What follows belongs to an exercise in optimizing a design on an open flow for small area; a production flow would make more cautious choices. Only simulation tests tie the RTL to the original design; equivalence was not proved. Power figures rest on the tool's default switching activity, not on a simulated workload.

==> flow/design.v <==
package mips_pkg;
    localparam int XLEN  = 32;
    localparam int NREGS = 32;
    localparam logic [5:0] OP_NOP  = 6'd0;
    localparam logic [5:0] OP_ADD  = 6'd1;
    localparam logic [5:0] OP_SUB  = 6'd3;
    localparam logic [5:0] OP_AND  = 6'd5;
    localparam logic [5:0] OP_OR   = 6'd6;
    localparam logic [5:0] OP_NOR  = 6'd7;
    localparam logic [5:0] OP_XOR  = 6'd8;
    localparam logic [5:0] OP_SLA  = 6'd9;
    localparam logic [5:0] OP_SLL  = 6'd10;
    localparam logic [5:0] OP_SRA  = 6'd11;
    localparam logic [5:0] OP_SRL  = 6'd12;
    localparam logic [5:0] OP_ADDI = 6'd32;
    localparam logic [5:0] OP_SUBI = 6'd33;
    localparam logic [5:0] OP_LD   = 6'd36;
    localparam logic [5:0] OP_ST   = 6'd37;
    localparam logic [5:0] OP_BEZ  = 6'd40;
    localparam logic [5:0] OP_BNE  = 6'd41;
    localparam logic [5:0] OP_JMP  = 6'd42;
    typedef enum logic [3:0] {
        CMD_ADD = 4'b0000,
        CMD_SUB = 4'b0010,
        CMD_AND = 4'b0100,
        CMD_OR  = 4'b0101,
        CMD_NOR = 4'b0110,
        CMD_XOR = 4'b0111,
        CMD_SHL = 4'b1000,
        CMD_SRA = 4'b1001,
        CMD_SRL = 4'b1010
    } exe_cmd_e;
    typedef struct packed {
        logic     wb_en;
        logic     mem_r_en;
        logic     mem_w_en;
        exe_cmd_e cmd;
    } ctrl_t;
    typedef struct packed {
        logic [XLEN-1:0] val1;
        logic [XLEN-1:0] val2;
        logic [XLEN-1:0] reg2;
        logic [XLEN-1:0] pc;
        logic [4:0]      dest;
        ctrl_t           ctrl;
    } id_ex_t;
    typedef struct packed {
        logic [XLEN-1:0] alu;
        logic [XLEN-1:0] st;
        logic [XLEN-1:0] pc;
        logic [4:0]      dest;
        logic            wb_en;
        logic            mem_r_en;
        logic            mem_w_en;
    } ex_mem_t;
endpackage
module mips_alu
(
    input  logic [3:0]      i_cmd,
    input  logic [mips_pkg::XLEN-1:0] i_a,
    input  logic [mips_pkg::XLEN-1:0] i_b,
    output logic [mips_pkg::XLEN-1:0] o_result
);
    always_comb begin
        case (i_cmd)
            mips_pkg::CMD_ADD: o_result = i_a + i_b;
            mips_pkg::CMD_SUB: o_result = i_a - i_b;
            mips_pkg::CMD_AND: o_result = i_a & i_b;
            mips_pkg::CMD_OR:  o_result = i_a | i_b;
            mips_pkg::CMD_NOR: o_result = ~(i_a | i_b);
            mips_pkg::CMD_XOR: o_result = i_a ^ i_b;
            mips_pkg::CMD_SHL: o_result = i_a << i_b[4:0];
            mips_pkg::CMD_SRA: o_result = $unsigned($signed(i_a) >>> i_b[4:0]);
            mips_pkg::CMD_SRL: o_result = i_a >> i_b[4:0];
            default: o_result = '0;
        endcase
    end
endmodule
module id_exe_core #(
    parameter int XLEN  = 32,
    parameter int NREGS = 32
) (
    input  logic            clk,
    input  logic            rst,
    input  logic [XLEN-1:0] pc_in,
    input  logic [XLEN-1:0] instr,
    input  logic [XLEN-1:0] wb_data,
    input  logic [4:0]      wb_dest,
    input  logic            wb_we,
    output logic            br_taken,
    output logic [XLEN-1:0] br_addr,
    output logic [XLEN-1:0] alu_result,
    output logic [XLEN-1:0] st_val,
    output logic [4:0]      dest,
    output logic            mem_r_en,
    output logic            mem_w_en,
    output logic            wb_en,
    output logic [XLEN-1:0] pc_out
);
    logic [XLEN-1:0] r_rf [NREGS];
    mips_pkg::id_ex_t          r_id_ex;
    mips_pkg::ex_mem_t         r_ex_mem;
    logic [5:0]      w_op;
    logic [4:0]      w_rd;
    logic [4:0]      w_rs;
    logic [4:0]      w_rt;
    logic [XLEN-1:0] w_sext;
    logic            w_reg2_rd;
    logic            w_use_imm;
    logic [XLEN-1:0] w_val1;
    logic [XLEN-1:0] w_reg2;
    logic [XLEN-1:0] w_val2;
    mips_pkg::ctrl_t           w_ctrl;
    logic [XLEN-1:0] w_alu;
    function automatic logic [XLEN-1:0] rf_read(input logic [4:0] idx);
        rf_read = (idx == 5'd0) ? '0 : (wb_we && wb_dest == idx) ? wb_data : r_rf[idx];
    endfunction
    assign w_op      = instr[31:26];
    assign w_rd      = instr[25:21];
    assign w_rs      = instr[20:16];
    assign w_rt      = instr[15:11];
    assign w_sext    = {{(XLEN-16){instr[15]}}, instr[15:0]};
    assign w_reg2_rd = (w_op == mips_pkg::OP_ST) || (w_op == mips_pkg::OP_BEZ) || (w_op == mips_pkg::OP_BNE);
    assign w_use_imm = (w_op == mips_pkg::OP_ADDI) || (w_op == mips_pkg::OP_SUBI) || (w_op == mips_pkg::OP_LD) || (w_op == mips_pkg::OP_ST);
    assign w_val1    = rf_read(w_rs);
    assign w_reg2    = rf_read(w_reg2_rd ? w_rd : w_rt);
    assign w_val2    = w_use_imm ? w_sext : w_reg2;
    always_comb begin
        w_ctrl.wb_en    = 1'b0;
        w_ctrl.mem_r_en = 1'b0;
        w_ctrl.mem_w_en = 1'b0;
        w_ctrl.cmd      = mips_pkg::CMD_ADD;
        case (w_op)
            mips_pkg::OP_ADD, mips_pkg::OP_ADDI: w_ctrl.wb_en = 1'b1;
            mips_pkg::OP_SUB, mips_pkg::OP_SUBI: begin w_ctrl.cmd = mips_pkg::CMD_SUB; w_ctrl.wb_en = 1'b1; end
            mips_pkg::OP_AND:                    begin w_ctrl.cmd = mips_pkg::CMD_AND; w_ctrl.wb_en = 1'b1; end
            mips_pkg::OP_OR:                     begin w_ctrl.cmd = mips_pkg::CMD_OR;  w_ctrl.wb_en = 1'b1; end
            mips_pkg::OP_NOR:                    begin w_ctrl.cmd = mips_pkg::CMD_NOR; w_ctrl.wb_en = 1'b1; end
            mips_pkg::OP_XOR:                    begin w_ctrl.cmd = mips_pkg::CMD_XOR; w_ctrl.wb_en = 1'b1; end
            mips_pkg::OP_SLA, mips_pkg::OP_SLL:  begin w_ctrl.cmd = mips_pkg::CMD_SHL; w_ctrl.wb_en = 1'b1; end
            mips_pkg::OP_SRA:                    begin w_ctrl.cmd = mips_pkg::CMD_SRA; w_ctrl.wb_en = 1'b1; end
            mips_pkg::OP_SRL:                    begin w_ctrl.cmd = mips_pkg::CMD_SRL; w_ctrl.wb_en = 1'b1; end
            mips_pkg::OP_LD:                     begin w_ctrl.wb_en = 1'b1; w_ctrl.mem_r_en = 1'b1; end
            mips_pkg::OP_ST:                     w_ctrl.mem_w_en = 1'b1;
            default:                             ;
        endcase
    end
    assign br_taken = (w_op == mips_pkg::OP_BEZ) ? (w_val1 == '0) :
                      (w_op == mips_pkg::OP_BNE) ? (w_val1 != w_reg2) :
                      (w_op == mips_pkg::OP_JMP);
    assign br_addr  = pc_in + {w_sext[XLEN-3:0], 2'b00};
    always_ff @(posedge clk) begin
        if (wb_we && wb_dest != 5'd0)
            r_rf[wb_dest] <= wb_data;
    end
    always_ff @(posedge clk) begin
        if (!rst) begin
            r_id_ex  <= '0;
            r_ex_mem <= '0;
        end else begin
            r_id_ex.val1         <= w_val1;
            r_id_ex.val2         <= w_val2;
            r_id_ex.reg2         <= w_reg2;
            r_id_ex.pc           <= pc_in;
            r_id_ex.dest         <= w_rd;
            r_id_ex.ctrl         <= w_ctrl;
            r_ex_mem.alu         <= w_alu;
            r_ex_mem.st          <= r_id_ex.reg2;
            r_ex_mem.pc          <= r_id_ex.pc;
            r_ex_mem.dest        <= r_id_ex.dest;
            r_ex_mem.wb_en       <= r_id_ex.ctrl.wb_en;
            r_ex_mem.mem_r_en    <= r_id_ex.ctrl.mem_r_en;
            r_ex_mem.mem_w_en    <= r_id_ex.ctrl.mem_w_en;
        end
    end
    mips_alu u_alu (
        .i_cmd    (r_id_ex.ctrl.cmd),
        .i_a      (r_id_ex.val1),
        .i_b      (r_id_ex.val2),
        .o_result (w_alu)
    );
    assign alu_result = r_ex_mem.alu;
    assign st_val     = r_ex_mem.st;
    assign dest       = r_ex_mem.dest;
    assign mem_r_en   = r_ex_mem.mem_r_en;
    assign mem_w_en   = r_ex_mem.mem_w_en;
    assign wb_en      = r_ex_mem.wb_en;
    assign pc_out     = r_ex_mem.pc;
endmodule
==> flow/run.sh <==
#!/bin/bash
# synth_recipe.tcl (not shown) runs the flow's synth.tcl, then flattens the netlist and writes it again
# the make line also repeats each setting of config.mk as NAME=value (left out here)
make -C /OpenROAD-flow-scripts/flow DESIGN_CONFIG=/design/flow/config.mk WORK_HOME=/design/flow/orfs CLKGATE_MAP_FILE= SYNTH_SCRIPT=/design/flow/synth_recipe.tcl finish
==> flow/config.mk <==
export PLATFORM = sky130hd
export DESIGN_NAME = id_exe_core
export DESIGN_NICKNAME = id_exe_core
export VERILOG_FILES = /design/flow/design.v
export SDC_FILE = /design/flow/constraint.sdc
export NUM_CORES = 4
export LEC_CHECK = 0
export CAP_MARGIN = 20
export CORE_MARGIN = 2
export CORE_UTILIZATION = 40
export SLEW_MARGIN = 20
==> flow/constraint.sdc <==
create_clock -name core_clock -period 15.0 [get_ports {clk}]
set_input_delay 3.0000 -clock core_clock [delete_from_list [all_inputs] [get_ports {clk}]]
set_output_delay 3.0000 -clock core_clock [all_outputs]
set_load 0.01 [all_outputs]
==> notes.md <==
- The die area is 168500 µm².
- The critical-path maximum fanout is 56.
- The per-instance average area after synthesis is 11.70 µm².
- Port buffering added 240 buffers.
- The layout cell share with drive strength beyond 1 is 0.1350.
- The number of enable flip-flop cells after synthesis is 1024.
- Between clock sinks in the finished design, the worst skew comes to 0.05304 ns.
- The category of the worst setup path capture point is an output port.
- The maximum clock insertion buffer count is 3.
- The power share of the sequential group is 0.436.
- Internal power comes to 0.006410 W.
- The clock latency on the worst-skew pair is 0.84 ns.
- The remaining antenna violation count after routing is 0.
- The max-slew violation count was 0.
- For this design the static power due to leakage is 26.81 nW.
- The final-report setup violation count is 0.
- The row count is 149.
- The finished cells cover 76150 µm².
- The final total power is 0.009128 W.
- The number of clock buffers added by TritonCTS is 139.
- The part of the total power dissipated in the clock network is 0.375.
- The die span in y is 410.4 µm.
- The number of fill cells is 14.94k.
- The origin of the worst min-delay path is r_id_ex[64].
- The tool flagged a number of max-cap violations equal to 0.
- The met1 track demand over resource in global routing is 0.4364.
- The peak ir drop on the vdd network is 0.1163 mV.
- In this run, the number of DRC markers left after iteration 0 of detailed routing was 9652.
- The maximum number of pins on one net before global-route repair is 115.
- The async set-reset flop share out of synthesis is 0.
- The overall overflow remaining after global route is 0.
- After clock tree synthesis, the setup repair step added 0 buffers.
- The number of iterations in the first detailed-routing pass is 10.
- The biggest area consumer among synthesized cells is sky130_fd_sc_hd__edfxtp_1.
- The class of the tightest hold or removal check is flop to flop.
- The analysis attributes to net switching a power of 0.002718 W.
- The share of total power dissipated in combinational logic is 0.189.
- The clock slew at the register clock pins of the worst setup and hold paths is 0.05 ns.
- Of the available clock period, the critical path in the final layout requires 0.8928.
- The worst register-to-register path has a depth of 18.
- The via count of the first global-routing pass is 51.09k.
- Power spread over the standard cell area amounts to 119.9 nW/µm².
- The capture instance of the worst register-to-register path is r_ex_mem[101].
- The worst setup path category is input port to output port.
- STA puts the critical path data arrival time at 10.39 ns.
- The total routing resource utilization after global routing is 0.3349.
- The synthesis-to-layout area growth is 15.25%.
- After detailed routing, the number of vias per cell comes to 6.633.
- The post-synthesis cell count is 5649.
- The number of storage elements in the synthesis netlist is 1268.
- The total of warnings raised by yosys is 2.
- Of the total power, the share spent switching nets is 0.2977.
- The post-CTS resize count is 0.
- The worst hold slack is 0.4180 ns.
- In the synthesized netlist the dominant register cell turns out to be sky130_fd_sc_hd__edfxtp_1.
- The destination of the worst hold path is r_ex_mem[60].
- The TritonCTS clock tree is yes.
- The number of top-level pins is 241.
- The number of hold buffers added after CTS was 0.
- Of the post-synthesis cell area, the dominant cell type holds 0.4653.
- In this run the worst setup path begins at instr[29].
- The total length of routed wires is 289400 µm.
- The congestion estimate from routability-driven global placement came to 1.027.
- The placement-stage cell area is 71530 µm².
- The root buffer cell chosen for the clock tree is sky130_fd_sc_hd__clkbuf_16.
- The transition at the pin with the smallest max-transition slack is 1.326 ns.
- After detailed routing, the average wire length per cell comes to 35.45 µm.
- The top achievable clock speed is 74.67 MHz.
- The summed negative setup slack over all endpoints is 0 ns.
- Setup repair after global routing left no endpoint under its margin.
- Counting instances, the worst hold path has a depth of 1.
- The flow ran to the end and the layout has no timing, DRC or antenna violations.
- The number of distinct library cell variants in the gate-level netlist after synthesis is 93.
- The category of the worst setup path launch point is an input port.
- The relative slew slack is 0.1090.
- The final hold violation count is 0.
- The initial antenna violation count is 26.
- The first global-routing pass estimated 397700 µm of wire.
- The start of the worst register-to-register path is r_id_ex[76].
- The worst reg-to-reg setup slack is 8.94 ns.
- The met3 usage is 0.1206.
- The total instance count after detailed placement is 7896.
- In this run the most used layer during global routing was met2.
- Leaving out filler cells and counting taps, the final layout contains 8164.
- For this run, design rule violations remaining after detail routing come to 0.
- The number of clock sinks seen by CTS is 1268.
- Across all layers, the routed design uses 54.15k vias.
- The worst path in the final design needs a cycle of 13.39 ns, including I/O delays and setup.
- The horizontal die dimension is 410.4 µm.
- The effective utilization at floorplan is 0.4019.
- For met2 alone, demand over resource in global routing was 0.4873.
- The core area is 164400 µm².
- By area the synthesized netlist is led by sky130_fd_sc_hd__edfxtp_1, sky130_fd_sc_hd__mux4_2, sky130_fd_sc_hd__dfxtp_1.
- The half-perimeter wire length after placement is 185800 µm.
- STA puts the critical path data required time at 12.00 ns.
- The sequential element share of the synthesized area is 0.5393.
- For this run, the post-layout net count is 6086.
- The H-tree depth is 4.
- After synthesis the cells add up to 66080 µm².
==> cells in the final DEF (no fill, tap or decap), types with 29 or more instances in the layout <==
cell type / n
sky130_fd_sc_hd__a31oi_1: 82
sky130_fd_sc_hd__edfxtp_1: 1024
sky130_fd_sc_hd__nor3_1: 62
sky130_fd_sc_hd__mux4_2: 245
sky130_fd_sc_hd__nor2_4: 33
sky130_fd_sc_hd__nand4_1: 57
sky130_fd_sc_hd__a22oi_1: 86
sky130_fd_sc_hd__inv_1: 167
sky130_fd_sc_hd__and2_1: 138
sky130_fd_sc_hd__clkdlybuf4s50_1: 233
sky130_fd_sc_hd__a211oi_1: 142
sky130_fd_sc_hd__nor2_1: 340
sky130_fd_sc_hd__buf_4: 189
sky130_fd_sc_hd__dfxtp_1: 239
sky130_fd_sc_hd__o22ai_1: 78
sky130_fd_sc_hd__clkbuf_16: 142
sky130_fd_sc_hd__clkbuf_1: 32
sky130_fd_sc_hd__a221oi_1: 29
sky130_fd_sc_hd__xnor2_1: 71
sky130_fd_sc_hd__conb_1: 32
sky130_fd_sc_hd__o211ai_1: 33
sky130_fd_sc_hd__mux2_2: 45
sky130_fd_sc_hd__mux2i_1: 344
sky130_fd_sc_hd__nand3_1: 186
sky130_fd_sc_hd__a21oi_1: 267
sky130_fd_sc_hd__nand2_1: 734
sky130_fd_sc_hd__ha_1: 131
sky130_fd_sc_hd__o21ai_0: 178
sky130_fd_sc_hd__a32oi_1: 60
==> stage by stage <==
stage	setup WS [ns]	util
floorplan	5.742	-
global placement	1.952	0.4349
detailed placement	1.832	0.4350
CTS	1.833	0.4628
global route	1.280	0.4630
finish	1.608	0.4631
==> state kept, by name (all words and copies together), names as in the netlist <==
register,cells
r_rf,1024
r_ex_mem,104
r_id_ex,140
==> final cells by class <==
| class | instances | area (µm²) | area share |
|---|---|---|---|
| Timing Repair Buffer | 438 | 4010 | 0.05266 |
| Sequential cell | 1268 | 35640 | 0.4680 |
| Clock buffer | 181 | 3761 | 0.04939 |
| Inverter | 171 | 641.9 | 0.008429 |
| Antenna cell | 10 | 25.02 | 0.0003286 |
| Tap cell | 2189 | 2739 | 0.03597 |
| Multi-Input combinational cell | 3831 | 28530 | 0.3746 |
| Clock inverter | 76 | 807.0 | 0.01060 |
==> cells in the mapped netlist, drive strengths merged, types with 45 or more instances <==
library cell	instances
o22ai	78
nor2	382
a21oi	271
a22oi	87
nand3	186
dfxtp	244
edfxtp	1024
o21ai	187
mux2	45
a211oi	144
buf	199
nand2	735
a31oi	82
inv	170
mux4	245
mux2i	350
and2	140
xnor2	71
nor3	64
clkbuf	211
ha	131
a32oi	60
nand4	57
==> per-layer routing <==
metal | vias up | wire length [µm]
li1 | 21900 | -
met1 | 26750 | 106600
met2 | 4524 | 121900
met3 | 952 | 42820
met4 | 24 | 17620
met5 | - | 409
==> cell families (layout without fill, tap and decap cells) <==
family                   count (synthesis)  after routing  synth area share
AO/OA/AOI/OAI                         1192           1192            0.1212
buffers and inverters                  581            866           0.03787
multiplexers                           640            640            0.1442
AND/OR/NAND/NOR                       1737           1737            0.1190
XOR/XNOR                                97             97           0.01297
other                                    1             42        0.00005675
flip-flops                            1268           1268            0.5393
adder cells (fa/ha/maj)                133            133           0.02541
==> critical path: stages <==
cell                              delay, ns
sky130_fd_sc_hd__clkdlybuf4s50_1       0.69
sky130_fd_sc_hd__nor4bb_4              0.85
sky130_fd_sc_hd__a22o_4                0.69
sky130_fd_sc_hd__a21o_4                0.82
sky130_fd_sc_hd__buf_4                 0.75
sky130_fd_sc_hd__o21ai_0               0.21
sky130_fd_sc_hd__a211oi_1              0.29
sky130_fd_sc_hd__o211ai_1              0.24
sky130_fd_sc_hd__a31oi_1               0.84
sky130_fd_sc_hd__nor2b_1               0.22
sky130_fd_sc_hd__a21oi_1               0.05
sky130_fd_sc_hd__a21oi_1               0.16
sky130_fd_sc_hd__nor4_1                0.09
sky130_fd_sc_hd__a41oi_1               0.62
sky130_fd_sc_hd__clkdlybuf4s50_1       0.70
==> power by group through the flow <==
stage	sequential [W]	clock (W)	combinational, W
finish	0.00398	0.00343	0.00172
CTS	0.00398	0.00345	0.00166
global route	0.00399	0.00359	0.00179
global placement	0.00405	0	0.00165
detailed placement	0.00405	0	0.00166
floorplan	0.00404	0	0.000925
==> how the worst max path moves through the flow <==
stage / end
3_3_place_gp: br_taken
2_1_floorplan: br_taken
5_1_grt: br_taken
3_5_place_dp: br_taken
6_report: br_taken
4_1_cts: br_taken

[what the ideal ports hide]
Ports are ideal in the flow. The routed layout listed here was re-timed in OpenROAD.
Step 1 assumes that a clkbuf_16 drives the clock port and a buf_2 every other input.
Step 2 adds t to the input delays and takes it off the output delays; t is the mean of the earliest and latest rising clock arrival at the registers after step 1. Input paths then give back, and output paths get back, about the clock's delay inside the block.
a / b / c = ideal / step 1 / step 2; a / b = the first two.
t, ns: 0.888
setup slack, ns: 1.608 / 1.519 / 1.519
latest minus earliest clock arrival (ns): 0.078 / 0.078
worst slew at a driven data input, ns: 0.10
After both steps this run still meets setup and hold. The setup slack of this run moves by -0.089 ns with the drivers and by -0.089 ns with both steps.
